What follows belongs to an exercise in optimizing a design on an open flow for small area, a short achievable clock period and few clock cycles; a production flow would make more cautious choices. Only simulation tests tie the RTL to the original design; equivalence was not proved. No activity file was given, so power comes from the tool's default toggle rates.

<file path="design/flow/design.v">
package isms_pkg;
  localparam int CAPACITY  = 64;
  localparam int CNT_W     = $clog2(CAPACITY + 1);
  localparam int VAL_W     = 32;
  localparam int CNT_OUT_W = 7;
  localparam logic [1:0] OP_INSERT = 2'd0;
  localparam logic [1:0] OP_REMOVE = 2'd1;
  localparam logic [1:0] OP_QUERY  = 2'd2;
  localparam logic [1:0] OP_CLEAR  = 2'd3;
  localparam logic [1:0] STAT_DONE      = 2'd0;
  localparam logic [1:0] STAT_DUPLICATE = 2'd1;
  localparam logic [1:0] STAT_NOT_FOUND = 2'd2;
  localparam logic [1:0] STAT_FULL      = 2'd3;
  localparam int N_ENTRY = 4;
endpackage
import isms_pkg::*;
module integer_set_membership_table (
  input  logic                                clk,
  input  logic                                rst,
  input  logic                                in_valid,
  output logic                                in_ready,
  input  logic [1:0]                          op,
  input  logic signed [isms_pkg::VAL_W-1:0]   value,
  output logic                                out_valid,
  input  logic                                out_ready,
  output logic                                was_present,
  output logic [1:0]                          status,
  output logic [isms_pkg::CNT_OUT_W-1:0]      member_count
);
  localparam int N = CAPACITY;
  localparam int W = VAL_W;
  localparam int S = N / N_ENTRY;
  logic         ap_v;
  logic [1:0]   ap_op;
  logic [W-1:0] ap_key;
  logic [N-1:0] ap_hit;     
  logic         ap_any;     
  logic [N-1:0][W-1:0] ring;
  logic [N-1:0]        ring_v;
  logic [CNT_W-1:0]    count;
  logic [1:0] q_n;
  logic [9:0] q0, q1;
  logic [N_ENTRY-1:0] hole;
  logic [N_ENTRY-1:0] take;
  for (genvar j = 0; j < N_ENTRY; j++) begin : g_hole
    assign hole[j] = !ring_v[(j * S + N - 1) % N];
  end
  always_comb begin
    take = '0;
    for (int j = N_ENTRY - 1; j >= 0; j--) begin
      if (hole[j]) take = N_ENTRY'(1) << j;
    end
  end
  logic go, is_ins, is_rem, is_clr, full, present, ins_ok, rm, clr;
  assign is_ins  = (ap_op == OP_INSERT);
  assign is_rem  = (ap_op == OP_REMOVE);
  assign is_clr  = (ap_op == OP_CLEAR);
  assign full    = (count == CNT_W'(CAPACITY));
  assign go      = ap_v && !q_n[1] && !(is_ins && !full && !(|hole));
  assign present = ap_any;
  assign ins_ok  = go && is_ins && !present && !full;
  assign rm      = go && is_rem;
  assign clr     = go && is_clr;
  logic [1:0]       stat;
  logic [CNT_W-1:0] count_next;
  always_comb begin
    stat       = STAT_DONE;
    count_next = count;
    case (ap_op)
      OP_INSERT: begin
        if (present)   stat = STAT_DUPLICATE;
        else if (full) stat = STAT_FULL;
        else           count_next = count + CNT_W'(1);
      end
      OP_REMOVE: begin
        if (!present)  stat = STAT_NOT_FOUND;
        else           count_next = count - CNT_W'(1);
      end
      OP_CLEAR:        count_next = '0;
      default: ;
    endcase
  end
  logic [9:0] res;
  assign res = {present && !is_clr, stat, CNT_OUT_W'(count_next)};
  logic [N-1:0] hit;
  logic         same;
  for (genvar p = 0; p < N; p++) begin : g_cmp
    assign hit[p] = ring_v[p] && (ring[p] == value);
  end
  assign same = (ap_key == value);
  logic kill, in_fire, put;
  assign in_fire = in_valid && in_ready;
  assign kill    = go && (is_clr || (is_rem && same));
  assign put     = go && is_ins && !full && same;
  logic [N-1:0] src_hit, nxt_hit;
  assign src_hit = in_ready ? hit : ap_hit;
  always_comb begin
    for (int p = 0; p < N; p++) begin
      if (p % S == 0 && take[p / S])
        nxt_hit[p] = in_ready && put;
      else
        nxt_hit[p] = src_hit[(p + N - 1) % N];
    end
  end
  logic [N-1:0] ring_v_n;
  logic         ap_v_n;
  logic [1:0]   ap_op_n, q_n_n;
  logic         pop;
  assign pop = q_n[0] && out_ready;
  always_comb begin
    for (int p = 0; p < N; p++) begin
      if (p % S == 0 && take[p / S])
        ring_v_n[p] = ins_ok;
      else
        ring_v_n[p] = ring_v[(p + N - 1) % N] && !(rm && ap_hit[(p + N - 1) % N])
                      && !clr;
    end
    ap_v_n  = in_fire || (ap_v && !go);
    ap_op_n = in_fire ? op : ap_op;
    case ({go, pop})
      2'b10:   q_n_n = {q_n[0], 1'b1};
      2'b01:   q_n_n = {1'b0, q_n[1]};
      default: q_n_n = q_n;
    endcase
  end
  logic hole_any_n, full_n, go_n;
  always_comb begin
    hole_any_n = 1'b0;
    for (int j = 0; j < N_ENTRY; j++) hole_any_n |= !ring_v_n[(j * S + N - 1) % N];
  end
  assign full_n = go ? (count_next == CNT_W'(CAPACITY)) : full;
  assign go_n   = ap_v_n && !q_n_n[1] && !((ap_op_n == OP_INSERT) && !full_n && !hole_any_n);
  always_ff @(posedge clk) begin
    for (int p = 0; p < N; p++) begin
      if (p % S == 0 && take[p / S])
        ring[p] <= ap_key;
      else
        ring[p] <= ring[(p + N - 1) % N];
    end
  end
  always_ff @(posedge clk) begin
    if (rst) begin
      ring_v   <= '0;
      count    <= '0;
      ap_v     <= 1'b0;
      q_n      <= 2'b00;
      in_ready <= 1'b1;
    end else begin
      ring_v   <= ring_v_n;
      if (go) count <= count_next;
      ap_v     <= ap_v_n;
      q_n      <= q_n_n;
      in_ready <= !ap_v_n || go_n;
    end
  end
  always_ff @(posedge clk) begin
    if (in_ready) begin
      ap_op  <= op;
      ap_key <= value;
    end
    if (in_ready && kill) ap_hit <= '0;
    else                  ap_hit <= nxt_hit;
    if (in_ready)         ap_any <= !kill && ((|hit) || put);
  end
  always_ff @(posedge clk) begin
    if (pop) begin
      q0 <= (go && !q_n[1]) ? res : q1;
      if (go) q1 <= res;
    end else if (go) begin
      if (!q_n[0]) q0 <= res;
      else         q1 <= res;
    end
  end
  assign out_valid    = q_n[0];
  assign was_present  = q0[9];
  assign status       = q0[8:7];
  assign member_count = q0[6:0];
endmodule
</file>
<file path="design/flow/run.sh">
#!/bin/bash
# synth_recipe.tcl (not shown) runs the flow's synth.tcl, then flattens the netlist and writes it again
# the make line also repeats each setting of config.mk as NAME=value (left out here)
make -C /OpenROAD-flow-scripts/flow DESIGN_CONFIG=/design/flow/config.mk WORK_HOME=/design/flow/orfs CLKGATE_MAP_FILE= SYNTH_SCRIPT=/design/flow/synth_recipe.tcl finish
</file>
<file path="design/flow/config.mk">
export PLATFORM = sky130hd
export DESIGN_NAME = integer_set_membership_table
export DESIGN_NICKNAME = integer_set_membership_table
export VERILOG_FILES = /design/flow/design.v
export SDC_FILE = /design/flow/constraint.sdc
export NUM_CORES = 4
export LEC_CHECK = 0
export CAP_MARGIN = 20
export CORE_MARGIN = 2
export CORE_UTILIZATION = 55
export SETUP_SLACK_MARGIN = 3.5
export SLEW_MARGIN = 20
</file>
<file path="design/flow/constraint.sdc">
create_clock -name core_clock -period 6.0 [get_ports {clk}]
set_input_delay 1.2000 -clock core_clock [delete_from_list [all_inputs] [get_ports {clk}]]
set_output_delay 1.2000 -clock core_clock [all_outputs]
set_load 0.01 [all_outputs]
</file>
==> results of run 1 <==
-- worst reg2reg max path, stage by stage, from the launching register on --
cell and delay [ns]:
edfxtp_1 0.60, xnor2_1 0.24, nand4_1 0.14, nor4_2 0.37
nand2_2 0.20, o21ai_4 0.31, buf_12 0.22, nor3_1 0.07
a31o_2 0.24
-- per-stage QoR --
| step | instance area [um^2] | utilization | total power [mW] |
|---|---|---|---|
| floorplan | 74900 | - | 17.7 |
| global placement | 76300 | 0.570 | 18.5 |
| detailed placement | 76400 | 0.571 | 18.5 |
| CTS | 88700 | 0.663 | 32.7 |
| global route | 90100 | 0.674 | 33.6 |
| finish | 90100 | 0.674 | 32.9 |
-- flip-flops by register name, summed over array words and instances (netlist names) --
name and cells:
ring 2048, ap_hit 64, ring_v 64, ap_key 32, q0 10, q1 10
count 7, ap_op 2, q_n 2, ap_any 1, ap_v 1, in_ready 1
-- metal layers --
metal / vias to the layer above / share of wire / global-route usage / wire [um]
met5: - / 0.00041 / 0.00245 / 119
met4: 14 / 0.067 / 0.239 / 19600
met3: 868 / 0.10 / 0.115 / 30000
met2: 2862 / 0.43 / 0.629 / 127000
met1: 24300 / 0.40 / 0.536 / 117000
li1: 20900 / - / - / -
-- synth_stat cells (4+ instances only) --
cell / n
nand2_1: 260
clkbuf_1: 50
xor2_1: 874
or4_1: 16
a31o_2: 4
o311a_1: 14
a211oi_1: 5
or3_1: 9
and3_1: 76
o31ai_2: 20
dfxtp_1: 2187
o2111ai_1: 4
xnor2_1: 1193
a31oi_1: 6
buf_6: 23
edfxtp_1: 55
o31ai_1: 30
nand4_1: 320
buf_2: 42
nor4_1: 272
nand3_1: 78
nor2b_1: 7
o21ai_0: 20
nor3_1: 48
ha_1: 4
inv_1: 31
buf_4: 172
mux2_2: 104
nor2_1: 24
a21oi_1: 17
nand2b_1: 10
-- cell usage in the layout (no fill, tap or decap), types with 28 or more instances in the layout --
master     count
dfxtp_1     2178
xnor2_1     1181
xor2_1       865
nand4_1      320
buf_4        264
nand2_1      256
clkbuf_16    220
nor4_1       203
mux2_2       104
and3_1        76
buf_16        74
nand3_1       64
nor4_2        57
clkbuf_8      56
edfxtp_1      55
clkbuf_1      47
buf_12        47
nor3_1        46
bufbuf_16     45
clkinv_2      43
buf_6         31
o31ai_1       29
inv_1         28
-- layout make-up --
class / instances / area share
timing repair buffer: 494 / 0.0797
sequential: 2242 / 0.504
antenna: 6 / 0.000167
clock inverter: 79 / 0.0108
clock buffer: 320 / 0.0705
inverter: 33 / 0.00147
multi-input combinational: 3455 / 0.309
tap: 1768 / 0.0245
-- logic make-up (layout without fill, tap and decap cells) --
family / Yosys count / after routing / synth area share
compound gates: 150 / 150 / 0.0163
xor+xnor: 2067 / 2067 / 0.244
flops: 2242 / 2242 / 0.611
other cells: 0 / 6 / 0
mux: 104 / 104 / 0.0158
buf+inv: 323 / 926 / 0.0280
fa+ha+maj: 4 / 4 / 0.000674
simple gates: 1130 / 1130 / 0.0841
-- final timing paths --
kind	start	to	slack (ns)	depth (start not counted)
worst min-delay path	ring[391]$_DFF_P_	ring[423]$_DFF_P_	0.35	0
worst max-delay path	value[15]	ap_any$_DFFE_PP_	3.24	10
worst min register to register	ring[391]$_DFF_P_	ring[423]$_DFF_P_	0.35	0
worst max register to register	ap_key[2]$_DFFE_PP_	ap_hit[0]$_SDFF_PP0_	3.48	8
-- power breakdown --
| group | total [mW] | internal (mW) | switching [mW] | leakage [nW] |
|---|---|---|---|---|
| clock network | 14.0 | 8.03 | 5.94 | 3.63 |
| registers | 16.1 | 15.5 | 0.561 | 18.8 |
| logic | 2.79 | 1.24 | 1.55 | 12.9 |
-- what timing repair did --
item / 4_1_cts / 5_1_grt
setup buffers: 170 / 103
setup endpoints to repair: 159 / 88
gates resized for setup: 404 / 87
pin swaps: 63 / 43
gates cloned: 55 / 4
==> reports/qor.yml, run 1 <==
global_route:
  overflow: 0
  grt_pass1_wl_mm: 392
  grt_use_total: 0.417
  grt_start_max_net_pins: 63
  antenna_found_initial: 22
  grt_pass1_vias: 47900
timing:
  whs_ns: 0.353
  tns_ns: 0
  rsz0062_at_grt: "true"
  fin_ws_ns: 3.24
  maxSlewViolCount: 0
  hold_viol: 0
  clock.fmax_ghz: 0.362
  setup_viol: 0
  post-route-min-period_ns: 2.76
  worst_slew_pin_slew_ns: 0.957
  fin_crit_sh: 0.460
  fin_skew_ns: 0.0354
  slew_headroom: 0.362
clock_tree:
  cts_tree: "yes"
  htree_levels: 4
  clock-sinks: 2242
  hold_buffers: 0
  cts_buffers: 213
  clockBufferDepth: 3
  clock_latency_ns: 0.86
  clockRootBuffer: "clkbuf_16"
  cts.clk_slew.worst_paths_ns: 0.06
placed_design:
  io_buffers: 49
  pre_cts_ws_ns: 1.58
  gp_routability_congestion: 0.976
  place_hpwl_mm: 173
  dp_cells: 7660
layout:
  fill_cells: 9977
  fin_nets: 6481
  multi_input_area_um2: 27800
  synthToLayoutAreaGrowth_pct: 21.3
  drive_gt1_frac: 0.172
  seq_area_um2: 45400
  stdcell_count: 8397
critical_path:
  path_class: "in2reg"
  cp_slowest_cell: "or4_4"
  critPathBufInv: 3
  crit_family: "simple AND/OR/NAND/NOR gates"
  cpMostUsedCell: "nand4_1"
  cp_data_required_time_ns: 6.70
  slowest_delay_ns: 0.57
  crit_arrival_ns: 3.46
  cp-start-kind: "input pin"
  path_cells: "buf_16 > bufbuf_16 > buf_4 > xnor2_1 > nand2_1 > or4_4 > nand4_1 > nor4_2 > nand4_1 > o21a_1"
  end_kind: "register"
  worstPathMaxFanout: 11
die:
  core_area_um2: 134000
  rows: 134
  dieHeight_um: 372
  fp.dieW_um: 372
  die-area_um2: 138000
  ios: 50
  start_util: 0.555
yosys:
  ys_seq_area_frac: 0.611
  synthFlopType: "dfxtp_1"
  async_reset_ff_frac: 0
  synth.avg_cell_area_um2: 12.3
  synth.area.top_cells: "dfxtp_1, xnor2_1, xor2_1"
  ys_ff_latch: 2242
  synth_top_area_frac: 0.589
  syn-num-nets: 6062
  yosysTopAreaCell: "dfxtp_1"
  netlist_area_um2: 74300
  synthDistinctLibCells: 65
  synth_edf_count: 55
  syn-instance-count: 6020
  yosys_warnings: 1
hold_path:
  hold_path_class: "reg2reg"
drt:
  viasPerCell: 5.83
  route.vias.total: 48900
  ant_nets: 0
  drc: 0
  wl_mm: 293
  firstDrtPassIters: 7
  wl_per_cell_um: 34.9
  initialDrtViolationCount: 6394
job:
  cap_violations: 0
pwr:
  p_per_area_nw_per_um2: 365
  leakage_nw: 35.4
  ir_drop_mv: 0.303
run_status:
  status: "finished clean"
Testbench counts, summed over its fixed seeds: cycles 5,720.
==> run 2, diff against run 1 <==
--- a/design/flow/config.mk
+++ b/design/flow/config.mk
@@ -9,4 +9,5 @@
 export CORE_MARGIN = 2
 export CORE_UTILIZATION = 55
+export CTS_BUF_LIST = sky130_fd_sc_hd__clkbuf_8
 export SETUP_SLACK_MARGIN = 3.5
 export SLEW_MARGIN = 20
==> reports/qor.yml, run 2 <==
drt:
  ant_nets: 0  # unchanged
  wl_mm: 289  # was 293 mm
  firstDrtPassIters: 8  # was 7
  wl_per_cell_um: 34.0  # was 34.9 um
  viasPerCell: 5.73  # was 5.83
  drc: 0  # unchanged
  route.vias.total: 48600  # was 48.9k
  initialDrtViolationCount: 5649  # was 6394
yosys:
  netlist_top_cells_count: "dfxtp_1, xnor2_1, xor2_1"  # unchanged
  synth.area.top_cells: "dfxtp_1, xnor2_1, xor2_1"  # unchanged
  ys_seq_area_frac: 0.611  # unchanged
  netlist_area_um2: 74300  # unchanged
  ys_ff_latch: 2242  # unchanged
  synthFlopType: "dfxtp_1"  # unchanged
  yosysTopAreaCell: "dfxtp_1"  # unchanged
  yosys_warnings: 1  # unchanged
  syn-num-nets: 6062  # unchanged
  synthDistinctLibCells: 65  # unchanged
  synth.avg_cell_area_um2: 12.3  # unchanged
  syn-instance-count: 6020  # unchanged
  synth_most_common_cell: "dfxtp_1"  # unchanged
  async_reset_ff_frac: 0  # unchanged
  synth_edf_count: 55  # unchanged
  synth_top_area_frac: 0.589  # unchanged
global_route:
  grt_start_max_net_pins: 63  # unchanged
  antenna_found_initial: 18  # was 22
  overflow: 0  # unchanged
  grt_use_total: 0.404  # was 0.417
  grt_pass1_wl_mm: 383  # was 392 mm
  grt_pass1_vias: 47900  # about the same
critical_path:
  cp-start-kind: "register"  # was input pin
  r2r-end: "in_ready$_SDFF_PP1_"  # was ap_hit[0]$_SDFF_PP0_
  path_class: "reg2out"  # was in2reg
  slowest_delay_ns: 0.37  # was 0.57 ns
  end_kind: "primary output"  # was register
  rrSetupSlack_ns: 3.52  # was 3.48 ns
  critPathBufInv: 1  # was 3
  cp_data_required_time_ns: 4.80  # was 6.70 ns
  crit_arrival_ns: 1.53  # was 3.46 ns
  crit_family: "flip-flops"  # was simple AND/OR/NAND/NOR gates
  reg2regPathDepth: 10  # was 8
  r2r-start: "ring_v[15]$_SDFF_PP0_"  # was ap_key[2]$_DFFE_PP_
  worstPathMaxFanout: 1  # was 11
  cp_slowest_cell: "edfxtp_1"  # was or4_4
  path_cells: "buf_2"  # was buf_16 > bufbuf_16 > buf_4 > xnor2_1 > nand2_1 > or4_4 > nand4_1 > nor4_2 > nand4_1 > o21a_1
timing:
  whs_ns: 0.324  # was 0.353 ns
  clock.fmax_ghz: 0.366  # was 0.362 GHz
  rsz0062_at_grt: "true"  # unchanged
  fin_crit_sh: 0.455  # was 0.460
  worst_slew_pin_slew_ns: 0.942  # was 0.957 ns
  tns_ns: 0  # unchanged
  fin_ws_ns: 3.27  # was 3.24 ns
  post-route-min-period_ns: 2.73  # was 2.76 ns
  slew_headroom: 0.372  # was 0.362
  maxSlewViolCount: 0  # unchanged
  setup_viol: 0  # unchanged
  hold_viol: 0  # unchanged
  fin_skew_ns: 0.0759  # was 0.0354 ns
placed_design:
  gp_routability_congestion: 0.976  # unchanged
  pre_cts_ws_ns: 1.58  # unchanged
  place_hpwl_mm: 173  # unchanged
  io_buffers: 49  # unchanged
clock_tree:
  clock_latency_ns: 1.06  # was 0.86 ns
  clockRootBuffer: "clkbuf_8"  # was clkbuf_16
  clock-sinks: 2242  # unchanged
  htree_levels: 5  # was 4
  hold_buffers: 0  # unchanged
  cts_tree: "yes"  # unchanged
  clockBufferDepth: 4  # was 3
  cts.clk_slew.worst_paths_ns: 0.06  # about the same
  cts_buffers: 361  # was 213
pwr:
  ir_drop_mv: 0.218  # was 0.303 mV
  p_per_area_nw_per_um2: 359  # was 365 nW/um^2
  power_mw: 31.6  # was 32.9 mW
  leakage_nw: 34.8  # was 35.4 nW
die:
  fp.dieW_um: 372  # unchanged
  start_util: 0.555  # unchanged
  die-area_um2: 138000  # unchanged
  rows: 134  # unchanged
  ios: 50  # unchanged
  core_area_um2: 134000  # unchanged
  dieHeight_um: 372  # unchanged
job:
  cap_violations: 0  # unchanged
layout:
  top_regs: "ring (2048), ap_hit (64), ring_v (64)"  # unchanged
  synthToLayoutAreaGrowth_pct: 18.4  # was 21.3%
  mostFrequentLayoutCell: "dfxtp_1"  # unchanged
  fin_nets: 6505  # was 6481
  top_register: "ring"  # unchanged
  layout_common_cells: "dfxtp_1, xnor2_1, xor2_1"  # unchanged
  drive_gt1_frac: 0.168  # was 0.172
  largest_reg_flops: 2048  # unchanged
run_status:
  status: "finished clean"  # unchanged
hold_path:
  hold-path-endpoint: "ring[1714]$_DFF_P_"  # was ring[423]$_DFF_P_
  min_path_cells: 0  # unchanged
  hp-start: "ring[1682]$_DFF_P_"  # was ring[391]$_DFF_P_
  hold_path_class: "reg2reg"  # unchanged
## run 2: through the flow
stage	area (um^2)	util	std cells
floorplan	74900	-	6020
global placement	76300	0.570	7659
detailed placement	76400	0.571	7660
CTS	86700	0.648	8378
global route	88000	0.658	8474
finish	88000	0.658	8479
## run 2: power breakdown
group | total [mW] | internal [mW] | switching (mW)
combinational | 2.64 | 1.14 | 1.50
sequential | 16.1 | 15.6 | 0.553
clock | 12.8 | 6.90 | 5.95
total | 31.6 | 23.6 | 7.99
## run 2: worst max path at each step
stage                                  end  cells past startpoint  slack [ns]            start
after global routing             status[1]                      1        3.23  q0[8]$_DFFE_PP_
after floorplan           ap_any$_DFFE_PP_                     10        3.04        value[12]
after global placement    ap_any$_DFFE_PP_                     10        1.46        value[31]
final                            status[1]                      1        3.27  q0[8]$_DFFE_PP_
after detailed placement  ap_any$_DFFE_PP_                     10        1.58        value[26]
after CTS                        status[1]                      1        3.22  q0[8]$_DFFE_PP_
## run 2: layout make-up
cell class              instances  area [um^2]
flip-flops and latches       2242        45500
diodes                          8         20.0
repair buffers                370         5590
fillers                     10300        45800
well taps                    1768         2210
inverters                      33          141
clock buffers                 446         6140
multi-input cells            3455        27700
clock inverters               157          806
## run 2: layer usage
metal / GRT usage / vias to the layer above / share of wire
met2: 0.615 / 2699 / 0.43
met5: 0 / - / 0.00029
met1: 0.525 / 24100 / 0.40
met3: 0.106 / 830 / 0.097
li1: - / 21000 / -
met4: 0.219 / 14 / 0.065
## run 2: kinds of logic (layout without fill, tap and decap cells)
| kind of cell | after synthesis | after routing | share of synthesized area |
|---|---|---|---|
| xor gates and xnor gates | 2067 | 2067 | 0.244 |
| and+or+nand+nor | 1130 | 1130 | 0.0841 |
| adders and majority gates | 4 | 4 | 0.000674 |
| DFF | 2242 | 2242 | 0.611 |
| other | 0 | 8 | 0 |
| buffers and inverters | 323 | 1006 | 0.0280 |
| AOI/OAI and AO/OA | 150 | 150 | 0.0163 |
| muxes | 104 | 104 | 0.0158 |
## run 2: timing repair
action	CTS	global route
setup buffers	74	84
pin swaps	28	28
gates resized for setup	335	80
cloned	41	9
setup endpoints to repair	169	86
==> run 3, diff against run 2 <==
--- a/design/flow/design.v
+++ b/design/flow/design.v
@@ -35,5 +35,5 @@
   logic [W-1:0] ap_key;
   logic [N-1:0] ap_hit;     
-  logic         ap_any;     
+  logic [3:0]   ap_any;     
   logic [N-1:0][W-1:0] ring;
   logic [N-1:0]        ring_v;
@@ -58,5 +58,5 @@
   assign full    = (count == CNT_W'(CAPACITY));
   assign go      = ap_v && !q_n[1] && !(is_ins && !full && !(|hole));
-  assign present = ap_any;
+  assign present = |ap_any;
   assign ins_ok  = go && is_ins && !present && !full;
   assign rm      = go && is_rem;
@@ -161,5 +161,8 @@
     if (in_ready && kill) ap_hit <= '0;
     else                  ap_hit <= nxt_hit;
-    if (in_ready)         ap_any <= !kill && ((|hit) || put);
+    if (in_ready) begin
+      for (int g = 0; g < 4; g++)
+        ap_any[g] <= !kill && ((|hit[g * (N / 4) +: N / 4]) || (g == 0 && put));
+    end
   end
   always_ff @(posedge clk) begin
--- a/design/flow/config.mk
+++ b/design/flow/config.mk
@@ -9,5 +9,4 @@
 export CORE_MARGIN = 2
 export CORE_UTILIZATION = 55
-export CTS_BUF_LIST = sky130_fd_sc_hd__clkbuf_8
 export SETUP_SLACK_MARGIN = 3.5
 export SLEW_MARGIN = 20
==> reports/qor.yml, run 3 <==
timing:
  fin_crit_sh: 0.437  # was 0.455
  tns_ns: 0  # unchanged
  post-route-min-period_ns: 2.62  # was 2.73 ns
  whs_ns: 0.344  # was 0.324 ns
  maxSlewViolCount: 0  # unchanged
  clock.fmax_ghz: 0.381  # was 0.366 GHz
  worst_slew_pin_slew_ns: 1.26  # was 0.942 ns
  fin_skew_ns: 0.0360  # was 0.0759 ns
  hold_viol: 0  # unchanged
  setup_viol: 0  # unchanged
  rsz0062_at_grt: "true"  # unchanged
  slew_headroom: 0.162  # was 0.372
global_route:
  overflow: 0  # unchanged
  antenna_found_initial: 17  # was 18
  grt_start_max_net_pins: 77  # was 63
  grt_pass1_wl_mm: 375  # was 383 mm
  grt_pass1_vias: 46700  # was 47.9k
  grt_use_total: 0.397  # was 0.404
critical_path:
  reg2regPathDepth: 8  # was 10
  rrSetupSlack_ns: 3.40  # was 3.52 ns
  critPathBufInv: 1  # unchanged
  end_kind: "primary output"  # unchanged
  cp_slowest_cell: "dfxtp_4"  # was edfxtp_1
  cp-start-kind: "register"  # unchanged
  crit_arrival_ns: 1.42  # was 1.53 ns
  cp_data_required_time_ns: 4.80  # about the same
  crit_family: "flip-flops"  # unchanged
  worstPathMaxFanout: 2  # was 1
  r2r-end: "ap_any[0]$_DFFE_PP_"  # was in_ready$_SDFF_PP1_
  path_class: "reg2out"  # unchanged
  r2r-start: "ap_key[16]$_DFFE_PP_"  # was ring_v[15]$_SDFF_PP0_
  slowest_delay_ns: 0.47  # was 0.37 ns
  path_cells: "buf_6"  # was buf_2
placed_design:
  gp_routability_congestion: 0.934  # was 0.976
  dp_cells: 7683  # was 7660
  io_buffers: 49  # unchanged
  place_hpwl_mm: 167  # was 173 mm
yosys:
  synth.avg_cell_area_um2: 12.2  # was 12.3 um^2
  synth_top_area_frac: 0.593  # was 0.589
  ys_ff_latch: 2245  # was 2242
  yosys_warnings: 1  # unchanged
  syn-instance-count: 6044  # was 6020
  ys_seq_area_frac: 0.617  # was 0.611
  netlist_area_um2: 73800  # was 74300 um^2
  syn-num-nets: 6086  # was 6062
  yosysTopAreaCell: "dfxtp_1"  # unchanged
  synthFlopType: "dfxtp_1"  # unchanged
  netlist_top_cells_count: "dfxtp_1, xnor2_1, xor2_1"  # unchanged
  synth_edf_count: 58  # was 55
  synth_most_common_cell: "dfxtp_1"  # unchanged
  synth.area.top_cells: "dfxtp_1, xnor2_1, xor2_1"  # unchanged
  async_reset_ff_frac: 0  # unchanged
  synthDistinctLibCells: 59  # was 65
hold_path:
  hold-path-endpoint: "ring[1770]$_DFF_P_"  # was ring[1714]$_DFF_P_
  min_path_cells: 0  # unchanged
  hold_path_class: "reg2reg"  # unchanged
  hp-start: "ring[1738]$_DFF_P_"  # was ring[1682]$_DFF_P_
pwr:
  power.internal_mw: 24.6  # was 23.6 mW
  p_clk_frac: 0.415  # was 0.407
  comb_power_share: 0.086  # was 0.084
  netSwitchingPower_mw: 7.87  # was 7.99 mW
  leakage_nw: 35.1  # was 34.8 nW
  power_mw: 32.4  # was 31.6 mW
  ir_drop_mv: 0.272  # was 0.218 mV
  p_per_area_nw_per_um2: 360  # was 359 nW/um^2
  swShare: 0.243  # was 0.253
  power_frac_seq: 0.499  # was 0.510
layout:
  drive_gt1_frac: 0.176  # was 0.168
  layout_common_cells: "dfxtp_1, xnor2_1, xor2_1"  # unchanged
  mostFrequentLayoutCell: "dfxtp_1"  # unchanged
  top_register: "ring"  # unchanged
  finish.utilization: 0.676  # was 0.658
  largest_reg_flops: 2048  # unchanged
  stdcell_count: 8442  # was 8479
  top_regs: "ring (2048), ap_hit (64), ring_v (64)"  # unchanged
  synthToLayoutAreaGrowth_pct: 22.2  # was 18.4%
  fill_cells: 9922  # was 10.3k
  fin_nets: 6535  # was 6505
drt:
  viasPerCell: 5.78  # was 5.73
  firstDrtPassIters: 7  # was 8
  initialDrtViolationCount: 5824  # was 5649
  drc: 0  # unchanged
  route.vias.total: 48800  # was 48.6k
  ant_nets: 0  # unchanged
  wl_per_cell_um: 34.2  # was 34.0 um
  wl_mm: 289  # about the same
clock_tree:
  clock-sinks: 2245  # was 2242
  clock_latency_ns: 0.83  # was 1.06 ns
  htree_levels: 4  # was 5
  cts_tree: "yes"  # unchanged
  cts.clk_slew.worst_paths_ns: 0.06  # about the same
  clockRootBuffer: "clkbuf_16"  # was clkbuf_8
  cts_buffers: 215  # was 361
  clockBufferDepth: 3  # was 4
die:
  fp.dieW_um: 370  # was 372 um
  core_area_um2: 133000  # was 134000 um^2
  ios: 50  # unchanged
  die-area_um2: 137000  # was 138000 um^2
  rows: 134  # unchanged
  start_util: 0.554  # was 0.555
  dieHeight_um: 370  # was 372 um
job:
  cap_violations: 0  # unchanged
run_status:
  status: "finished clean"  # unchanged
==> run 3: cell count changes after synthesis, sizes merged, moves of 15 or more <==
cell and change:
o21ai +37, xnor2 +169, xor2 -163, nand2 -30, inv +19, nand3 +30, o31ai -22, nor3 -15
nand4 +40
==> run 3: cells by family after synthesis <==
kind of cell,synth area share
AO/OA/AOI/OAI,0.0116
XOR/XNOR,0.246
adder cells (fa/ha/maj),0.000678
buffers and inverters,0.0228
flip-flops,0.617
multiplexers,0.0162
AND/OR/NAND/NOR,0.0859
==> run 3: worst max path at each step <==
stage | slack, ns | from | endpoint | cells after the start
after floorplan | 3.26 | value[11] | ap_any[0]$_DFFE_PP_ | 8
after global placement | 1.70 | value[1] | ap_any[0]$_DFFE_PP_ | 8
after detailed placement | 1.70 | value[1] | ap_any[0]$_DFFE_PP_ | 8
after CTS | 3.33 | in_ready$_SDFF_PP1_ | in_ready | 1
after global routing | 3.35 | in_ready$_SDFF_PP1_ | in_ready | 1
final | 3.38 | in_ready$_SDFF_PP1_ | in_ready | 1
==> run 3: power groups by stage <==
stage                     logic [mW]  clock network [mW]  registers (mW)
final                           2.79                13.4            16.2
after global routing            2.88                14.1            16.2
after CTS                       2.45                13.5            16.2
after detailed placement        2.11                   0            16.5
after global placement          2.12                   0            16.5
after floorplan                 1.62                   0            16.2
==> run 3: layout make-up <==
type                            count  area (um^2)  area share
Inverter                           53          211     0.00235
Multi-Input combinational cell   3460        28300       0.314
Sequential cell                  2245        45500       0.505
Clock inverter                     52          455     0.00505
Clock buffer                      334         6510      0.0723
Tap cell                         1768         2210      0.0245
Antenna cell                       12         30.0    0.000333
Timing Repair Buffer              518         6920      0.0767
==> run 3: repair_timing <==
item	4_1_cts	5_1_grt
pin swaps	19	77
setup buffers	58	246
endpoints found under the setup margin	148	55
gates resized for setup	301	164
gates cloned	36	21
hold buffers	0	0
==> run 3: metrics by stage <==
step / instance area (um^2) / setup slack [ns]
after CTS: 86600 / 3.33
after global routing: 90100 / 3.35
after detailed placement: 76700 / 1.70
after global placement: 76700 / 1.70
after floorplan: 76100 / 3.26
final: 90200 / 3.38
==> run 3: layer usage <==
metal	track usage	vias to the layer above	part of all wire
li1	-	21000	-
met1	0.537	24200	0.41
met2	0.593	2835	0.43
met3	0.103	740	0.11
met4	0.188	12	0.058
met5	0	-	0.00028
Testbench counts of run 3, summed over its fixed seeds: cycles 5,720.
==> run 4, diff against run 3 <==
--- a/design/flow/design.v
+++ b/design/flow/design.v
@@ -31,9 +31,9 @@
   localparam int W = VAL_W;
   localparam int S = N / N_ENTRY;
+  localparam int G = 4;             
   logic         ap_v;
   logic [1:0]   ap_op;
   logic [W-1:0] ap_key;
-  logic [N-1:0] ap_hit;     
-  logic [3:0]   ap_any;     
+  logic [G-1:0] ap_any;     
   logic [N-1:0][W-1:0] ring;
   logic [N-1:0]        ring_v;
@@ -52,7 +52,6 @@
     end
   end
-  logic go, is_ins, is_rem, is_clr, full, present, ins_ok, rm, clr;
+  logic go, is_ins, is_clr, full, present, ins_ok;
   assign is_ins  = (ap_op == OP_INSERT);
-  assign is_rem  = (ap_op == OP_REMOVE);
   assign is_clr  = (ap_op == OP_CLEAR);
   assign full    = (count == CNT_W'(CAPACITY));
@@ -60,6 +59,4 @@
   assign present = |ap_any;
   assign ins_ok  = go && is_ins && !present && !full;
-  assign rm      = go && is_rem;
-  assign clr     = go && is_clr;
   logic [1:0]       stat;
   logic [CNT_W-1:0] count_next;
@@ -89,18 +86,9 @@
   end
   assign same = (ap_key == value);
-  logic kill, in_fire, put;
+  logic in_fire, t_rem, t_clr, put;
   assign in_fire = in_valid && in_ready;
-  assign kill    = go && (is_clr || (is_rem && same));
+  assign t_rem   = in_fire && (op == OP_REMOVE);
+  assign t_clr   = in_fire && (op == OP_CLEAR);
   assign put     = go && is_ins && !full && same;
-  logic [N-1:0] src_hit, nxt_hit;
-  assign src_hit = in_ready ? hit : ap_hit;
-  always_comb begin
-    for (int p = 0; p < N; p++) begin
-      if (p % S == 0 && take[p / S])
-        nxt_hit[p] = in_ready && put;
-      else
-        nxt_hit[p] = src_hit[(p + N - 1) % N];
-    end
-  end
   logic [N-1:0] ring_v_n;
   logic         ap_v_n;
@@ -111,8 +99,8 @@
     for (int p = 0; p < N; p++) begin
       if (p % S == 0 && take[p / S])
-        ring_v_n[p] = ins_ok;
+        ring_v_n[p] = ins_ok && !(t_rem && same) && !t_clr;
       else
-        ring_v_n[p] = ring_v[(p + N - 1) % N] && !(rm && ap_hit[(p + N - 1) % N])
-                      && !clr;
+        ring_v_n[p] = ring_v[(p + N - 1) % N] && !(t_rem && hit[(p + N - 1) % N])
+                      && !t_clr;
     end
     ap_v_n  = in_fire || (ap_v && !go);
@@ -126,6 +114,6 @@
   logic hole_any_n, full_n, go_n;
   always_comb begin
-    hole_any_n = 1'b0;
-    for (int j = 0; j < N_ENTRY; j++) hole_any_n |= !ring_v_n[(j * S + N - 1) % N];
+    hole_any_n = t_clr;
+    for (int j = 0; j < N_ENTRY; j++) hole_any_n |= !ring_v[(j * S + N - 2) % N];
   end
   assign full_n = go ? (count_next == CNT_W'(CAPACITY)) : full;
@@ -158,10 +146,6 @@
       ap_op  <= op;
       ap_key <= value;
-    end
-    if (in_ready && kill) ap_hit <= '0;
-    else                  ap_hit <= nxt_hit;
-    if (in_ready) begin
-      for (int g = 0; g < 4; g++)
-        ap_any[g] <= !kill && ((|hit[g * (N / 4) +: N / 4]) || (g == 0 && put));
+      for (int g = 0; g < G; g++)
+        ap_any[g] <= (|hit[g * (N / G) +: N / G]) || (g == 0 && put);
     end
   end
==> reports/qor.yml, run 4 <==
critical_path:
  crit_arrival_ns: 3.29  # was 1.42 ns
  worstPathMaxFanout: 18  # was 2
  path_class: "in2reg"  # was reg2out
  cp_data_required_time_ns: 6.69  # was 4.80 ns
  end_kind: "register"  # was primary output
  cp-start-kind: "input pin"  # was register
layout:
  largest_reg_flops: 2048  # unchanged
  stdcell_count: 7813  # was 8442
  finish.utilization: 0.656  # was 0.676
  top_regs: "ring (2048), ring_v (64), ap_key (32)"  # was ring (2048), ap_hit (64), ring_v (64)
  top_register: "ring"  # unchanged
  mostFrequentLayoutCell: "dfxtp_1"  # unchanged
  layout_common_cells: "dfxtp_1, xnor2_1, xor2_1"  # unchanged
  drive_gt1_frac: 0.147  # was 0.176
  fin_nets: 5934  # was 6535
  synthToLayoutAreaGrowth_pct: 18.4  # was 22.2%
timing:
  fin_skew_ns: 0.0243  # was 0.0360 ns
  worst_slew_pin_slew_ns: 0.728  # was 1.26 ns
  hold_viol: 0  # unchanged
  slew_headroom: 0.512  # was 0.162
  setup_viol: 0  # unchanged
  fin_crit_sh: 0.433  # was 0.437
  maxSlewViolCount: 0  # unchanged
  clock.fmax_ghz: 0.385  # was 0.381 GHz
  rsz0062_at_grt: "true"  # unchanged
  tns_ns: 0  # unchanged
  post-route-min-period_ns: 2.60  # was 2.62 ns
pwr:
  leakage_nw: 32.3  # was 35.1 nW
  ir_drop_mv: 0.322  # was 0.272 mV
  power_mw: 32.1  # was 32.4 mW
  p_per_area_nw_per_um2: 377  # was 360 nW/um^2
yosys:
  syn-instance-count: 5703  # was 6044
  yosys_warnings: 1  # unchanged
  yosysTopAreaCell: "dfxtp_1"  # unchanged
  netlist_top_cells_count: "dfxtp_1, xnor2_1, xor2_1"  # unchanged
  synth_most_common_cell: "dfxtp_1"  # unchanged
  synth_top_area_frac: 0.592  # was 0.593
  synth.avg_cell_area_um2: 12.6  # was 12.2 um^2
  ys_ff_latch: 2181  # was 2245
  synthDistinctLibCells: 69  # was 59
  netlist_area_um2: 71800  # was 73800 um^2
  synth_edf_count: 58  # unchanged
  synth.area.top_cells: "dfxtp_1, xnor2_1, xor2_1"  # unchanged
  async_reset_ff_frac: 0  # unchanged
  ys_seq_area_frac: 0.616  # was 0.617
  syn-num-nets: 5745  # was 6086
  synthFlopType: "dfxtp_1"  # unchanged
placed_design:
  io_buffers: 49  # unchanged
  gp_routability_congestion: 0.888  # was 0.934
  dp_cells: 7311  # was 7683
  place_hpwl_mm: 155  # was 167 mm
drt:
  initialDrtViolationCount: 5393  # was 5824
  wl_per_cell_um: 34.7  # was 34.2 um
  wl_mm: 271  # was 289 mm
  route.vias.total: 44700  # was 48.8k
  viasPerCell: 5.72  # was 5.78
  firstDrtPassIters: 5  # was 7
  drc: 0  # unchanged
  ant_nets: 0  # unchanged
die:
  rows: 132  # was 134
  die-area_um2: 133000  # was 137000 um^2
  dieHeight_um: 365  # was 370 um
  core_area_um2: 129000  # was 133000 um^2
  start_util: 0.554  # about the same
  fp.dieW_um: 365  # was 370 um
  ios: 50  # unchanged
clock_tree:
  cts.clk_slew.worst_paths_ns: 0.06  # about the same
  clockRootBuffer: "clkbuf_16"  # unchanged
  cts_tree: "yes"  # unchanged
  hold_buffers: 0  # unchanged
  cts_buffers: 210  # was 215
  clock-sinks: 2181  # was 2245
  htree_levels: 4  # unchanged
  clock_latency_ns: 0.84  # was 0.83 ns
  clockBufferDepth: 3  # unchanged
hold_path:
  hold_path_class: "reg2reg"  # unchanged
job:
  cap_violations: 0  # unchanged
global_route:
  grt_start_max_net_pins: 54  # was 77
  grt_pass1_wl_mm: 348  # was 375 mm
  antenna_found_initial: 12  # was 17
  grt_use_total: 0.379  # was 0.397
  overflow: 0  # unchanged
  grt_pass1_vias: 44100  # was 46.7k
run_status:
  status: "finished clean"  # unchanged
## run 4: kinds of logic after synthesis
group / count (synthesis) / synth area share
and+or+nand+nor: 898 / 0.0735
muxes: 136 / 0.0213
DFF: 2181 / 0.616
buffers and inverters: 293 / 0.0246
adders and majority gates: 4 / 0.000697
xor gates and xnor gates: 2071 / 0.253
AOI/OAI and AO/OA: 120 / 0.0107
## run 4: area by class of cell
class | instances | area (um^2)
clock inverter | 70 | 885
clock buffer | 320 | 6370
timing repair buffer | 244 | 4210
inverter | 25 | 106
fill | 9934 | 44500
multi-input combinational | 3230 | 27000
sequential | 2181 | 44300
antenna | 1 | 2.50
tap | 1742 | 2180
## run 4: final timing paths
path / cells past startpoint / start / endpoint / slack (ns)
worst min-delay path: 0 / ring[66]$_DFF_P_ / ring[98]$_DFF_P_ / 0.35
worst max-delay path: 10 / value[22] / ap_any[1]$_DFFE_PP_ / 3.40
worst max register to register: 6 / ap_key[23]$_DFFE_PP_ / ap_any[0]$_DFFE_PP_ / 3.56
worst min register to register: 0 / ring[66]$_DFF_P_ / ring[98]$_DFF_P_ / 0.35
## run 4: power breakdown
group,total [mW],switching (mW),internal [mW]
logic,2.53,1.42,1.11
registers,15.8,0.614,15.1
clock network,13.8,5.73,8.05
total,32.1,7.77,24.3
## run 4: routing by layer
metal	global-route usage	vias to the layer above	share of wire
met2	0.592	2466	0.44
li1	-	19400	-
met1	0.512	22200	0.41
met3	0.0777	646	0.099
met4	0.156	12	0.051
met5	0	-	0.00074
## run 4: repair_timing
action	CTS	global route
hold endpoints to repair	0	0
gates cloned	27	27
setup buffers	16	41
setup endpoints to repair	110	45
pin swaps	5	25
resized for setup	226	91
## run 4: metrics by stage
stage | setup WS, ns | hold slack [ns] | cell area (um^2)
after detailed placement | 1.93 | 0.340 | 74300
after CTS | 3.32 | 0.353 | 83500
after global routing | 3.35 | 0.353 | 85000
after global placement | 1.91 | 0.351 | 74300
final | 3.40 | 0.353 | 85000
after floorplan | 3.28 | 0.331 | 73600
## run 4: critical path, stage by stage
cell	delay, ns
buf_16	0.17
buf_16	0.22
buf_12	0.15
xnor2_2	0.19
nand4_1	0.15
nor4_2	0.31
nand4_1	0.24
nor4_4	0.40
nor4_2	0.09
nand4_1	0.12
Testbench counts of run 4, summed over its fixed seeds: cycles 5,720.
==> run 5, diff against run 4 <==
--- a/design/flow/config.mk
+++ b/design/flow/config.mk
@@ -9,4 +9,5 @@
 export CORE_MARGIN = 2
 export CORE_UTILIZATION = 55
+export CTS_BUF_LIST = sky130_fd_sc_hd__clkbuf_8
 export SETUP_SLACK_MARGIN = 3.5
 export SLEW_MARGIN = 20
==> reports/qor.yml, run 5 <==
layout:
  mostFrequentLayoutCell: "dfxtp_1"  # unchanged
  layout_common_cells: "dfxtp_1, xnor2_1, xor2_1"  # unchanged
  drive_gt1_frac: 0.150  # was 0.147
  largest_reg_flops: 2048  # unchanged
  fin_nets: 6007  # was 5934
  top_regs: "ring (2048), ring_v (64), ap_key (32)"  # unchanged
  stdcell_count: 7958  # was 7813
  top_register: "ring"  # unchanged
  synthToLayoutAreaGrowth_pct: 15.0  # was 18.4%
  design_area_um2: 82600  # was 85000 um^2
clock_tree:
  clockRootBuffer: "clkbuf_8"  # was clkbuf_16
  cts_buffers: 354  # was 210
  clockBufferDepth: 4  # was 3
  cts_tree: "yes"  # unchanged
  clock-sinks: 2181  # unchanged
  htree_levels: 5  # was 4
  hold_buffers: 0  # unchanged
  cts.clk_slew.worst_paths_ns: 0.06  # about the same
  clock_latency_ns: 1.02  # was 0.84 ns
yosys:
  async_reset_ff_frac: 0  # unchanged
  netlist_area_um2: 71800  # unchanged
  synthFlopType: "dfxtp_1"  # unchanged
  netlist_top_cells_count: "dfxtp_1, xnor2_1, xor2_1"  # unchanged
  syn-instance-count: 5703  # unchanged
  synth.area.top_cells: "dfxtp_1, xnor2_1, xor2_1"  # unchanged
  ys_ff_latch: 2181  # unchanged
  synth.avg_cell_area_um2: 12.6  # unchanged
  synth_edf_count: 58  # unchanged
  yosys_warnings: 1  # unchanged
  synth_most_common_cell: "dfxtp_1"  # unchanged
  yosysTopAreaCell: "dfxtp_1"  # unchanged
  ys_seq_area_frac: 0.616  # unchanged
  syn-num-nets: 5745  # unchanged
  synthDistinctLibCells: 69  # unchanged
  synth_top_area_frac: 0.592  # unchanged
hold_path:
  hold_path_class: "reg2reg"  # unchanged
pwr:
  comb_power_share: 0.074  # was 0.079
  ir_drop_mv: 0.248  # was 0.322 mV
  swShare: 0.251  # was 0.242
  p_per_area_nw_per_um2: 368  # was 377 nW/um^2
  power_frac_seq: 0.519  # was 0.492
  power.internal_mw: 22.8  # was 24.3 mW
  netSwitchingPower_mw: 7.62  # was 7.77 mW
  p_clk_frac: 0.407  # was 0.430
  leakage_nw: 31.7  # was 32.3 nW
critical_path:
  slowest_delay_ns: 0.37  # was 0.40 ns
  r2r-end: "in_ready$_SDFF_PP1_"  # was ap_any[0]$_DFFE_PP_
  worstPathMaxFanout: 1  # was 18
  path_depth: 1  # was 10
  r2r-start: "ring_v[63]$_SDFF_PP0_"  # was ap_key[23]$_DFFE_PP_
  cp_data_required_time_ns: 4.80  # was 6.69 ns
  cp-start-kind: "register"  # was input pin
  path_class: "reg2out"  # was in2reg
  cp-startpoint: "q0[0]$_DFFE_PP_"  # was value[22]
  reg2regPathDepth: 11  # was 6
  path_cells: "buf_2"  # was buf_16 > buf_16 > buf_12 > xnor2_2 > nand4_1 > nor4_2 > nand4_1 > nor4_4 > nor4_2 > nand4_1
  crit_arrival_ns: 1.52  # was 3.29 ns
  crit_family: "flip-flops"  # was simple AND/OR/NAND/NOR gates
  end_kind: "primary output"  # was register
  cp_slowest_cell: "edfxtp_1"  # was nor4_4
  critPathBufInv: 1  # was 3
  rrSetupSlack_ns: 3.58  # was 3.56 ns
  setup.worst_path.end: "member_count[0]"  # was ap_any[1]$_DFFE_PP_
die:
  rows: 132  # unchanged
  ios: 50  # unchanged
  core_area_um2: 129000  # unchanged
  fp.dieW_um: 365  # unchanged
  dieHeight_um: 365  # unchanged
  start_util: 0.554  # unchanged
  die-area_um2: 133000  # unchanged
global_route:
  grt_pass1_wl_mm: 328  # was 348 mm
  grt_pass1_vias: 44600  # was 44.1k
  overflow: 0  # unchanged
  grt_use_total: 0.350  # was 0.379
  grt_start_max_net_pins: 57  # was 54
  antenna_found_initial: 11  # was 12
placed_design:
  place_hpwl_mm: 155  # unchanged
  gp_routability_congestion: 0.888  # unchanged
  place_area_um2: 74300  # unchanged
  dp_cells: 7311  # unchanged
  io_buffers: 49  # unchanged
timing:
  rsz0062_at_grt: "true"  # unchanged
  tns_ns: 0  # unchanged
  clock.fmax_ghz: 0.368  # was 0.385 GHz
  slew_headroom: 0.516  # was 0.512
  hold_viol: 0  # unchanged
  maxSlewViolCount: 0  # unchanged
  setup_viol: 0  # unchanged
  post-route-min-period_ns: 2.72  # was 2.60 ns
  worst_slew_pin_slew_ns: 0.725  # was 0.728 ns
  fin_skew_ns: 0.0491  # was 0.0243 ns
  fin_crit_sh: 0.453  # was 0.433
drt:
  route.vias.total: 43700  # was 44.7k
  wl_mm: 244  # was 271 mm
  ant_nets: 0  # unchanged
  initialDrtViolationCount: 4165  # was 5393
  wl_per_cell_um: 30.7  # was 34.7 um
  viasPerCell: 5.49  # was 5.72
  drc: 0  # unchanged
  firstDrtPassIters: 7  # was 5
run_status:
  status: "finished clean"  # unchanged
job:
  cap_violations: 0  # unchanged
-- run 5: per-stage QoR --
stage               hold slack (ns)  worst slack [ns]  utilization  total power [mW]
floorplan                     0.331              3.28            -              17.4
global placement              0.351              1.91        0.574              18.2
detailed placement            0.340              1.93        0.574              18.1
CTS                           0.344              3.13        0.631              30.3
global route                  0.349              3.21        0.638              31.3
finish                        0.348              3.28        0.638              30.4
-- run 5: repair_timing --
item / 4_1_cts / 5_1_grt
endpoints found under the setup margin: 101 / 60
resized for setup: 150 / 75
pin swaps: 2 / 6
cloned: 3 / 13
buffers inserted: 15 / 9
hold endpoints to repair: 0 / 0
-- run 5: how the worst min path moves through the flow --
stage                        from                  to  slack (ns)  cells after the start
6_report       ring[1900]$_DFF_P_  ring[1932]$_DFF_P_        0.35                      0
5_1_grt           ring[3]$_DFF_P_    ring[35]$_DFF_P_        0.35                      0
4_1_cts        ring[1455]$_DFF_P_  ring[1487]$_DFF_P_        0.34                      0
3_5_place_dp   ring[1879]$_DFF_P_  ring[1911]$_DFF_P_        0.34                      0
3_3_place_gp   ring[1740]$_DFF_P_  ring[1772]$_DFF_P_        0.35                      0
2_1_floorplan    ring[95]$_DFF_P_   ring[127]$_DFF_P_        0.33                      0
-- run 5: area by class of cell --
class	instances	area (um^2)
Inverter	25	106
Timing Repair Buffer	173	2470
Sequential cell	2181	44300
Clock buffer	439	6040
Antenna cell	5	12.5
Multi-Input combinational cell	3230	26800
Fill cell	10300	46900
Clock inverter	163	728
Tap cell	1742	2180
-- run 5: routing by layer --
layer,track usage,routed length [um],vias up
met5,0,65,-
met4,0.135,8920,10
met3,0.0685,19300,453
met2,0.556,111000,1941
met1,0.471,105000,21800
li1,-,-,19600
-- run 5: cell families (layout without fill, tap and decap cells) --
logic type,count (synthesis),in the layout,synth area share
buffers and inverters,293,800,0.0246
XOR/XNOR,2071,2071,0.253
AND/OR/NAND/NOR,898,899,0.0735
AO/OA/AOI/OAI,120,120,0.0107
multiplexers,136,136,0.0213
flip-flops,2181,2181,0.616
adder cells (fa/ha/maj),4,4,0.000697
other,0,5,0
-- run 5: power groups by stage --
stage	logic (mW)	clock network, mW	registers (mW)
2_1_floorplan	1.62	0	15.8
3_3_place_gp	2.10	0	16.1
3_5_place_dp	2.10	0	16.0
4_1_cts	2.16	12.4	15.7
5_1_grt	2.38	13.1	15.8
6_report	2.26	12.4	15.8
==> run 6, diff against run 5 <==
--- a/design/flow/design.v
+++ b/design/flow/design.v
@@ -31,5 +31,5 @@
   localparam int W = VAL_W;
   localparam int S = N / N_ENTRY;
-  localparam int G = 4;             
+  localparam int G = 8;             
   logic         ap_v;
   logic [1:0]   ap_op;
==> reports/qor.yml, run 6 <==
layout:
  finish.utilization: 0.637  # was 0.638
  top_register: "ring"  # unchanged
  fill_cells: 10200  # was 10.3k
  top_regs: "ring (2048), ring_v (64), ap_key (32)"  # unchanged
  layout_common_cells: "dfxtp_1, xnor2_1, xor2_1"  # unchanged
  mostFrequentLayoutCell: "dfxtp_1"  # unchanged
  synthToLayoutAreaGrowth_pct: 14.7  # was 15.0%
  largest_reg_flops: 2048  # unchanged
  drive_gt1_frac: 0.147  # was 0.150
  fin_nets: 5982  # was 6007
yosys:
  synth_top_area_frac: 0.591  # was 0.592
  synth_edf_count: 62  # was 58
  synthFlopType: "dfxtp_1"  # unchanged
  yosysTopAreaCell: "dfxtp_1"  # unchanged
  ys_seq_area_frac: 0.617  # was 0.616
  netlist_area_um2: 72000  # was 71800 um^2
  synth.area.top_cells: "dfxtp_1, xnor2_1, xor2_1"  # unchanged
  syn-instance-count: 5701  # was 5703
  synth_most_common_cell: "dfxtp_1"  # unchanged
  async_reset_ff_frac: 0  # unchanged
  yosys_warnings: 1  # unchanged
  syn-num-nets: 5743  # was 5745
  synthDistinctLibCells: 64  # was 69
  netlist_top_cells_count: "dfxtp_1, xnor2_1, xor2_1"  # unchanged
  synth.avg_cell_area_um2: 12.6  # about the same
  ys_ff_latch: 2185  # was 2181
global_route:
  grt_pass1_vias: 43900  # was 44.6k
  grt_start_max_net_pins: 63  # was 57
  overflow: 0  # unchanged
  antenna_found_initial: 13  # was 11
  grt_use_total: 0.356  # was 0.350
  grt_pass1_wl_mm: 337  # was 328 mm
job:
  cap_violations: 0  # unchanged
die:
  fp.dieW_um: 366  # was 365 um
  core_area_um2: 130000  # was 129000 um^2
  start_util: 0.555  # was 0.554
  rows: 132  # unchanged
  dieHeight_um: 366  # was 365 um
  die-area_um2: 134000  # was 133000 um^2
  ios: 50  # unchanged
critical_path:
  critPathBufInv: 1  # unchanged
  path_class: "reg2out"  # unchanged
  crit_arrival_ns: 1.60  # was 1.52 ns
  reg2regPathDepth: 9  # was 11
  r2r-end: "in_ready$_SDFF_PP1_"  # unchanged
  cp_data_required_time_ns: 4.80  # about the same
  worstPathMaxFanout: 2  # was 1
  path_cells: "buf_6"  # was buf_2
  r2r-start: "ring_v[63]$_SDFF_PP0_"  # unchanged
  cp-start-kind: "register"  # unchanged
  end_kind: "primary output"  # unchanged
  crit_family: "flip-flops"  # unchanged
  slowest_delay_ns: 0.43  # was 0.37 ns
  rrSetupSlack_ns: 3.32  # was 3.58 ns
  cp_slowest_cell: "dfxtp_4"  # was edfxtp_1
placed_design:
  gp_routability_congestion: 0.940  # was 0.888
  place_hpwl_mm: 163  # was 155 mm
  io_buffers: 49  # unchanged
pwr:
  leakage_nw: 32.6  # was 31.7 nW
  p_per_area_nw_per_um2: 371  # was 368 nW/um^2
  ir_drop_mv: 0.239  # was 0.248 mV
clock_tree:
  htree_levels: 5  # unchanged
  cts_tree: "yes"  # unchanged
  clockBufferDepth: 4  # unchanged
  clock-sinks: 2185  # was 2181
  clockRootBuffer: "clkbuf_8"  # unchanged
  cts.clk_slew.worst_paths_ns: 0.06  # about the same
  cts_buffers: 352  # was 354
  clock_latency_ns: 1.02  # about the same
timing:
  setup_viol: 0  # unchanged
  fin_skew_ns: 0.0387  # was 0.0491 ns
  clock.fmax_ghz: 0.358  # was 0.368 GHz
  fin_crit_sh: 0.466  # was 0.453
  rsz0062_at_grt: "true"  # unchanged
  slew_headroom: 0.236  # was 0.516
  hold_viol: 0  # unchanged
  worst_slew_pin_slew_ns: 1.15  # was 0.725 ns
  maxSlewViolCount: 0  # unchanged
  tns_ns: 0  # unchanged
  post-route-min-period_ns: 2.80  # was 2.72 ns
drt:
  viasPerCell: 5.62  # was 5.49
  initialDrtViolationCount: 5089  # was 4165
  route.vias.total: 44500  # was 43.7k
  firstDrtPassIters: 5  # was 7
  ant_nets: 0  # unchanged
  wl_per_cell_um: 31.1  # was 30.7 um
  drc: 0  # unchanged
  wl_mm: 246  # was 244 mm
hold_path:
  min_path_cells: 0  # unchanged
  hold-path-endpoint: "ring[153]$_DFF_P_"  # was ring[1932]$_DFF_P_
  hp-start: "ring[121]$_DFF_P_"  # was ring[1900]$_DFF_P_
  hold_path_class: "reg2reg"  # unchanged
run_status:
  status: "finished clean"  # unchanged
-- run 6: cell types whose count changed after synthesis, sizes merged, moves of 15 or more --
cell and delta:
xor2 +204, xnor2 -197, nand4 -53, a21oi -40, o211a +38, and3 +20
nor3 +20, inv -16, or4 +15
-- run 6: logic make-up (layout without fill, tap and decap cells) --
group / Yosys count / in the layout / share of synthesized area
AOI/OAI and AO/OA: 118 / 118 / 0.0123
xor gates and xnor gates: 2078 / 2078 / 0.253
adders and majority gates: 4 / 4 / 0.000696
buffers and inverters: 274 / 759 / 0.0224
DFF: 2185 / 2185 / 0.617
muxes: 138 / 138 / 0.0216
other: 0 / 5 / 0
and+or+nand+nor: 904 / 904 / 0.0736
-- run 6: final cells by class --
class                   instances  area (um^2)  share of cell area
flip-flops and latches       2185        44400               0.537
multi-input cells            3242        27000               0.327
clock buffers                 450         6190              0.0750
well taps                    1742         2180              0.0264
repair buffers                149         2090              0.0253
clock inverters               150          689             0.00835
inverters                      10         38.8            0.000470
diodes                          5         12.5            0.000152
-- run 6: layer usage --
metal | up-vias | global-route usage | wire, um
li1 | 19500 | - | -
met1 | 22300 | 0.539 | 116000
met2 | 2224 | 0.507 | 102000
met3 | 461 | 0.0692 | 21800
met4 | 6 | 0.113 | 7350
met5 | - | 0 | 95
-- run 6: what timing repair did --
item / 4_1_cts / 5_1_grt
gates resized for setup: 165 / 70
pin swaps: 3 / 7
setup endpoints to repair: 131 / 57
endpoints found under the hold margin: 0 / 0
setup buffers: 13 / 4
gates cloned: 1 / 6
hold buffers: 0 / 0
-- run 6: worst reg2reg max path, cell delays in order, from the launching register on --
cell	delay (ns)
dfxtp_2	0.40
buf_12	0.20
nand4_1	0.40
o21ai_4	0.37
buf_4	0.24
ha_1	0.29
nor2_1	0.11
a21oi_1	0.08
a221o_1	0.31
a41o_1	0.20
-- run 6: worst max-delay path by stage --
stage,start,endpoint,cells after the start
after global routing,in_ready$_SDFF_PP1_,in_ready,1
after detailed placement,value[10],ap_any[5]$_DFFE_PP_,8
after CTS,in_ready$_SDFF_PP1_,in_ready,1
after global placement,value[10],ap_any[5]$_DFFE_PP_,8
final,in_ready$_SDFF_PP1_,in_ready,1
after floorplan,value[28],ap_any[2]$_DFFE_PP_,8
-- run 6: metrics by stage --
stage	setup slack, ns	power (mW)	instances	hold WS (ns)	instance area, um^2
finish	3.20	30.6	7933	0.348	82600
global route	3.17	31.5	7929	0.349	82500
floorplan	3.20	17.5	5701	0.346	74500
CTS	3.16	30.6	7918	0.346	82000
detailed placement	1.86	18.2	7304	0.353	74500
global placement	1.84	18.2	7304	0.350	74500
-- run 6: power breakdown --
group	switching, mW	leakage [nW]	internal [mW]	total, mW
Sequential	0.634	18.4	15.2	15.8
Combinational	1.27	10.2	0.945	2.22
Clock	5.78	4.00	6.81	12.6
Total	7.69	32.6	22.9	30.6
Testbench counts of run 6, summed over its fixed seeds: cycles 5,720.
==> run 7, diff against run 6 <==
--- a/design/flow/config.mk
+++ b/design/flow/config.mk
@@ -9,5 +9,6 @@
 export CORE_MARGIN = 2
 export CORE_UTILIZATION = 55
-export CTS_BUF_LIST = sky130_fd_sc_hd__clkbuf_8
+export CTS_CLUSTER_DIAMETER = 100
+export CTS_CLUSTER_SIZE = 24
 export SETUP_SLACK_MARGIN = 3.5
 export SLEW_MARGIN = 20
==> reports/qor.yml, run 7 <==
layout:
  top_register: "ring"  # unchanged
  drive_gt1_frac: 0.121  # was 0.147
  layout_common_cells: "dfxtp_1, xnor2_1, xor2_1"  # unchanged
  fill_cells: 10100  # was 10.2k
  design_area_um2: 81400  # was 82600 um^2
  top_regs: "ring (2048), ring_v (64), ap_key (32)"  # unchanged
  mostFrequentLayoutCell: "dfxtp_1"  # unchanged
  synthToLayoutAreaGrowth_pct: 13.1  # was 14.7%
  finish.utilization: 0.627  # was 0.637
  fin_nets: 5867  # was 5982
  stdcell_count: 7598  # was 7933
  largest_reg_flops: 2048  # unchanged
placed_design:
  gp_routability_congestion: 0.940  # unchanged
  pre_cts_ws_ns: 1.86  # unchanged
  io_buffers: 49  # unchanged
  dp_cells: 7304  # unchanged
  place_hpwl_mm: 163  # unchanged
  place_area_um2: 74500  # unchanged
clock_tree:
  htree_levels: 3  # was 5
  hold_buffers: 0  # unchanged
  clockRootBuffer: "clkbuf_16"  # was clkbuf_8
  clock-sinks: 2185  # unchanged
  clock_latency_ns: 0.77  # was 1.02 ns
  cts_buffers: 101  # was 352
  cts_tree: "yes"  # unchanged
  clockBufferDepth: 3  # was 4
  cts.clk_slew.worst_paths_ns: 0.10  # was 0.06 ns
timing:
  fin_ws_ns: 3.43  # was 3.20 ns
  fin_skew_ns: 0.0277  # was 0.0387 ns
  maxSlewViolCount: 0  # unchanged
  hold_viol: 0  # unchanged
  worst_slew_pin_slew_ns: 0.894  # was 1.15 ns
  post-route-min-period_ns: 2.57  # was 2.80 ns
  tns_ns: 0  # unchanged
  clock.fmax_ghz: 0.389  # was 0.358 GHz
  slew_headroom: 0.404  # was 0.236
  setup_viol: 0  # unchanged
  fin_crit_sh: 0.429  # was 0.466
  rsz0062_at_grt: "true"  # unchanged
  whs_ns: 0.355  # was 0.348 ns
drt:
  route.vias.total: 45000  # was 44.5k
  ant_nets: 0  # unchanged
  viasPerCell: 5.92  # was 5.62
  firstDrtPassIters: 5  # unchanged
  drc: 0  # unchanged
  wl_per_cell_um: 36.2  # was 31.1 um
  wl_mm: 275  # was 246 mm
  initialDrtViolationCount: 6451  # was 5089
die:
  core_area_um2: 130000  # unchanged
  die-area_um2: 134000  # unchanged
  ios: 50  # unchanged
  start_util: 0.555  # unchanged
  fp.dieW_um: 366  # unchanged
  dieHeight_um: 366  # unchanged
  rows: 132  # unchanged
global_route:
  gr-usage-met3: 0.0928  # was 0.0692
  grt_use_total: 0.389  # was 0.356
  overflow: 0  # unchanged
  grt_start_max_net_pins: 63  # unchanged
  groute.layer.met2.usage: 0.543  # was 0.507
  grt_pass1_wl_mm: 360  # was 337 mm
  gr-max-usage-layer: "met1"  # unchanged
  antenna_found_initial: 21  # was 13
  met1_usage: 0.583  # was 0.539
  grt_pass1_vias: 42300  # was 43.9k
critical_path:
  worstPathMaxFanout: 22  # was 2
  cp_slowest_cell: "nor4_1"  # was dfxtp_4
  cp_data_required_time_ns: 6.62  # was 4.80 ns
  crit_arrival_ns: 3.20  # was 1.60 ns
  cp-start-kind: "input pin"  # was register
  end_kind: "register"  # was primary output
  path_class: "in2reg"  # was reg2out
  path_cells: "buf_16 > buf_4 > xor2_1 > nor4_1 > nand4_1 > nor4_2 > a31o_2 > or4_1"  # was buf_6
  slowest_delay_ns: 0.49  # was 0.43 ns
yosys:
  synth.area.top_cells: "dfxtp_1, xnor2_1, xor2_1"  # unchanged
  synth.avg_cell_area_um2: 12.6  # unchanged
  synth_top_area_frac: 0.591  # unchanged
  netlist_top_cells_count: "dfxtp_1, xnor2_1, xor2_1"  # unchanged
  synth-compound-area-share: 0.0123  # unchanged
  synthDistinctLibCells: 64  # unchanged
  syn-instance-count: 5701  # unchanged
  netlist_area_um2: 72000  # unchanged
  synth_most_common_cell: "dfxtp_1"  # unchanged
  synthMuxAreaShare: 0.0216  # unchanged
  ys_ff_latch: 2185  # unchanged
  ys_seq_area_frac: 0.617  # unchanged
  synth_top_family_by_area: "XOR/XNOR gates"  # unchanged
  synthSimpleGateAreaFrac: 0.0736  # unchanged
  synth_edf_count: 62  # unchanged
  async_reset_ff_frac: 0  # unchanged
  yosys_warnings: 1  # unchanged
  yosysTopAreaCell: "dfxtp_1"  # unchanged
  synthFlopType: "dfxtp_1"  # unchanged
  synthAdderAreaFrac: 0.000696  # unchanged
  syn-num-nets: 5743  # unchanged
  synth_xor_area_frac: 0.253  # unchanged
pwr:
  p_per_area_nw_per_um2: 321  # was 371 nW/um^2
  power_mw: 26.1  # was 30.6 mW
  ir_drop_mv: 0.230  # was 0.239 mV
  leakage_nw: 31.5  # was 32.6 nW
run_status:
  status: "finished clean"  # unchanged
hold_path:
  hold_path_class: "reg2reg"  # unchanged
job:
  cap_violations: 0  # unchanged
run 7: cells by family after synthesis:
| family | Yosys count |
|---|---|
| AOI/OAI and AO/OA | 118 |
| DFF | 2185 |
| and+or+nand+nor | 904 |
| muxes | 138 |
| buffers and inverters | 274 |
| adders and majority gates | 4 |
| xor gates and xnor gates | 2078 |
run 7: layer usage:
layer	vias up	wire (um)
li1	19100	-
met1	22500	119000
met2	2809	110000
met3	522	32900
met4	12	12600
met5	-	72
run 7: final timing paths:
path / start / end / slack [ns] / depth (start not counted)
max: value[29] / ap_any[2]$_DFFE_PP_ / 3.43 / 8
min: ring[1540]$_DFF_P_ / ring[1572]$_DFF_P_ / 0.35 / 0
max reg2reg: ap_any[3]$_DFFE_PP_ / q0[2]$_DFFE_PP_ / 3.44 / 7
min reg2reg: ring[1540]$_DFF_P_ / ring[1572]$_DFF_P_ / 0.35 / 0
run 7: cell type report:
type | count | area [um^2] | area share
tap | 1742 | 2180 | 0.0268
antenna | 5 | 12.5 | 0.000154
timing repair buffer | 285 | 4810 | 0.0592
inverter | 10 | 40.0 | 0.000492
clock buffer | 121 | 2610 | 0.0321
clock inverter | 8 | 133 | 0.00163
sequential | 2185 | 44400 | 0.546
multi-input combinational | 3242 | 27200 | 0.334
run 7: where the power goes:
| group | total, mW | leakage, nW | internal, mW | switching, mW |
|---|---|---|---|---|
| Clock | 7.76 | 1.33 | 3.11 | 4.64 |
| Sequential | 15.8 | 18.4 | 15.2 | 0.641 |
| Combinational | 2.58 | 11.8 | 1.14 | 1.44 |
run 7: what timing repair did:
item,4_1_cts,5_1_grt
gates resized for setup,289,74
gates cloned,38,15
pin swaps,7,19
setup buffers,22,85
endpoints found under the setup margin,131,59
run 7: critical path: cells and delay by family:
kind | cells | cell delay, ns
compound gates | 1 | 0.16
xor+xnor | 1 | 0.09
simple gates | 4 | 1.17
buf+inv | 2 | 0.53

what the ideal ports hide:
The results above use ideal ports. As a check the final layouts listed here were re-extracted and re-timed, cells and wires unchanged. Step 1: set_driving_cell puts a clkbuf_16 on clk and a buf_2 on each other input, an assumption about the parent block. Step 2, shift: input delay + t, output delay - t, t = (earliest + latest rising clock arrival at the registers) / 2. This alone moves slack from input paths to output paths. Slacks: no drivers / after step 1 / after step 2; pairs: no drivers / after step 1.
run	t (ns)	setup WS [ns]	clock arrival spread, ns	slew at the worst register clock pin (ns)	pins driven straight from the clock port
run 1	0.917	3.237 / 3.037 / 2.120	0.036 / 0.036	0.07 / 0.07	1
run 2	1.098	3.269 / 3.177 / 2.079	0.082 / 0.082	0.07 / 0.07	1
run 3	0.898	3.376 / 3.120 / 2.222	0.036 / 0.036	0.07 / 0.07	1
run 4	0.911	3.401 / 3.223 / 2.312	0.028 / 0.028	0.07 / 0.07	1
run 5	1.074	3.284 / 3.207 / 2.265	0.051 / 0.051	0.07 / 0.07	1
run 6	1.069	3.205 / 3.130 / 2.286	0.042 / 0.042	0.07 / 0.07	1
run 7	0.845	3.429 / 3.224 / 2.379	0.033 / 0.032	0.11 / 0.11	1
After both steps setup and hold are still met in every run listed. For run 2, which loses most, drivers alone change the setup slack by -0.092 ns; drivers and shift together by -1.190 ns.
